From an optimization exercise on the open Yosys and OpenROAD flow, aimed at small area, a short achievable clock period and few clock cycles; shortcuts taken in it are not production practice. In this exercise RTL edits were held to simulation tests only and were not proved equivalent to the original.

==> inputs of exp/sierra <==
## euler_step
module euler_step
#(
  parameter int N    = fixed_pkg::N_DEF,
  parameter int AXES = fixed_pkg::AXES_DEF
) (
  input  logic              clk,
  input  logic              rst_n,
  input  logic              in_valid,
  output logic              in_ready,
  input  logic [N*AXES-1:0] in_pos,
  input  logic [N*AXES-1:0] in_vel,
  input  logic [N*AXES-1:0] in_acc,
  input  logic [N-1:0]      in_dt,
  output logic              out_valid,
  input  logic              out_ready,
  output logic [N*AXES-1:0] out_pos,
  output logic [N*AXES-1:0] out_vel,
  output logic [31:0]       step_cnt
);
==> flow/config.mk <==
export PLATFORM = sky130hd
export DESIGN_NAME = euler_step
export DESIGN_NICKNAME = euler_step
export VERILOG_FILES = /design/flow/design.v
export SDC_FILE = /design/flow/constraint.sdc
export NUM_CORES = 4
export LEC_CHECK = 0
export CAP_MARGIN = 20
export CORE_MARGIN = 2
export CORE_UTILIZATION = 55
export SLEW_MARGIN = 20
export SYNTH_HIERARCHICAL = 1
==> flow/constraint.sdc <==
create_clock -name core_clock -period 20.0 [get_ports {clk}]
set_input_delay 4.0000 -clock core_clock [delete_from_list [all_inputs] [get_ports {clk}]]
set_output_delay 4.0000 -clock core_clock [all_outputs]
set_load 0.01 [all_outputs]
standard.sh (not shown) runs the stock make flow with config.mk's settings and CLKGATE_MAP_FILE= SYNTH_SCRIPT=/design/flow/synth_recipe.tcl, a recipe that flattens the netlist after the stock synthesis.
==> flow/flow/run.sh <==
#!/bin/bash
# Standard ORFS layout (the standard.sh, unchanged synthesis), but with timing repair
# aimed at a tighter setup target: SETUP_SLACK_MARGIN asks repair_timing for that much
# slack at the design's own clock and constraints (constraint.sdc is not changed).
set -euo pipefail
MARGIN=$(cat flow/margin.txt)
bash standard.sh SETUP_SLACK_MARGIN=$MARGIN TNS_END_PERCENT=100 finish > run_make.log 2>&1
==> flow/flow/margin.txt <==
15.0
==> exp/nickel: changes against exp/sierra <==
==> flow/flow/margin.txt (replaced) <==
14.5
- CORE_UTILIZATION: 55 -> 40
==> notes <==
exp/nickel finished with timing, DRC and antenna clean. exp/sierra finished but failed the layout checks on max-slew violations.
Area after synthesis is the same in exp/sierra and exp/nickel.
In exp/sierra the critical path depth is higher than in exp/nickel, by 6.
In exp/nickel the worst hold slack is higher than in exp/sierra, by 0.0038 ns.
Via count: exp/nickel is lower than exp/sierra (about 5%).
First-iteration DRC count: exp/sierra is larger than exp/nickel (about 20%).
==> figures <==
|  | exp/nickel | exp/sierra |
|---|---|---|
| Required time of the critical path | 20.68 ns | 20.66 ns |
| Fraction of layout cells with a size suffix above 1 | 13.8% | 17.2% |
| Clock buffer and inverter area fraction after layout | 3.40% | 3.15% |
| Minimum setup slack among reg-to-reg paths | 14.16 ns | 14.04 ns |
| Pin count of the biggest net entering global routing | 149 | 151 |
| Total half-perimeter wirelength after legalization and detailed placement | 388 mm | 376 mm |
| Worst r2r path cells | 12 | 18 |
| Setup clock skew after layout | 0.0890 ns | 0.0606 ns |
| Cell with the largest stage delay on the worst path | sky130_fd_sc_hd__edfxtp_1 | sky130_fd_sc_hd__fa_1 |
| Status | complete, no violations | failed layout checks |
| Layout check failures | - | max-slew violations |
| Hold slack final | 0.402 ns | 0.398 ns |
| TritonCTS buffer count | 194 | 186 |
Testbench counts of exp/sierra, summed over its fixed seeds: cycles 4,128.
Testbench counts of exp/nickel, summed over its fixed seeds: cycles 4,128.


==> inputs of job 1529 <==
Starting RTL as in the previous note.
clock: 20.0 ns
lec_check: 0
cap_margin: 20
core_margin: 2
core_utilization: 40
slew_margin: 20
synth_hierarchical: 1
==> flow/flow/margin.txt <==
14.0
Scripts as last shown in full above: flow/flow/run.sh
==> job 1963: changes against job 1529 <==
==> flow/flow/margin.txt (replaced) <==
14.5
Settings changed: CORE_UTILIZATION 40 to 55.
==> job 7011: changes against job 1529 <==
==> flow/flow/margin.txt (replaced) <==
15.0
==> summary.txt <==
* Outcome: complete, no violations
* Gr usage total at 0.385
* Worst hold margin at 0.395 ns
* R2r worst-path depth at 18
* Worst EP required at 20.66 ns
* Area Overhead vs Synth at 9.14%
* Clock buffer count at 207
* Die H at 566 um
* Post-Layout Cell Count at 17700
* Pin count of the biggest net entering global routing at 151
* Crit path from: g_axis[2].u_axis.t1_vc
* Antenna violations before repair at 24
* Multi-In Gates at 10400
* 1st-pass router iterations at 10
* Slew @ Worst Pin at 1.35 ns
* Die W at 566 um
* # nets final at 16800
[end of results for job 1963]
==> summary.txt <==
* Outcome: complete, no violations
* Worst hold margin at 0.402 ns
* Gr usage total at 0.269
* Worst EP required at 20.65 ns
* R2r worst-path depth at 12
* 1st-pass router iterations at 10
* Multi-In Gates at 10400
* Crit path from: one0[7]
* # nets final at 16700
* Mean Syn Cell Area at 12.4 sq um
* Pin count of the biggest net entering global routing at 149
* Post-synth top area cell: fa_1
* Starting DRT DRC Count at 14900
* Die W at 663 um
[end of results for job 1529]
==> summary.txt <==
* Clock buffer count at 227
* Pin count of the biggest net entering global routing at 149
* Multi-In Gates at 10400
* Worst EP required at 20.67 ns
* Slew @ Worst Pin at 1.25 ns
* Worst hold margin at 0.403 ns
* Antenna violations before repair at 31
* 1st-pass router iterations at 7
* Outcome: complete, no violations
* R2r worst-path depth at 13
* Area Overhead vs Synth at 12.9%
* Gr usage total at 0.277
[end of results for job 7011]
Testbench counts of job 1529, summed over its fixed seeds: cycles 4,128.
Testbench counts of job 1963, summed over its fixed seeds: cycles 4,128.
Testbench counts of job 7011, summed over its fixed seeds: cycles 4,128.

## what the ideal ports hide
Ports are ideal in the flow. The routed layouts listed here were re-timed in OpenROAD.
Step 1 sets driving cells, clkbuf_16 on the clock port and buf_2 on the other inputs (assumed; they add their load-dependent delay and slew).
Step 2 also shifts input and output timing later by t, the mid clock arrival at the registers, as if the neighbouring blocks saw the same clock.
a / b / c = ideal ports / drivers / drivers and shift; a / b = the first two.
| run | t (ns) | setup slack, ns | hold slack, ns | worst data-port slew with drivers (ns) |
|---|---|---|---|---|
| exp/sierra | 1.025 | 14.036 / 14.036 / 14.036 | 0.398 / 0.398 / 0.398 | 0.14 |
| exp/nickel | 1.053 | 14.162 / 14.072 / 13.655 | 0.402 / 0.402 / 0.402 | 0.12 |
| job 1529 | 1.049 | 14.027 / 13.945 / 13.216 | 0.402 / 0.402 / 0.402 | 0.12 |
| job 1963 | 1.023 | 14.118 / 14.118 / 13.712 | 0.395 / 0.395 / 0.395 | 0.14 |
| job 7011 | 1.051 | 14.116 / 14.077 / 14.116 | 0.403 / 0.403 / 0.403 | 0.12 |
For job 1529, which loses most, drivers alone change the setup slack by -0.082 ns; drivers and shift together by -0.811 ns.
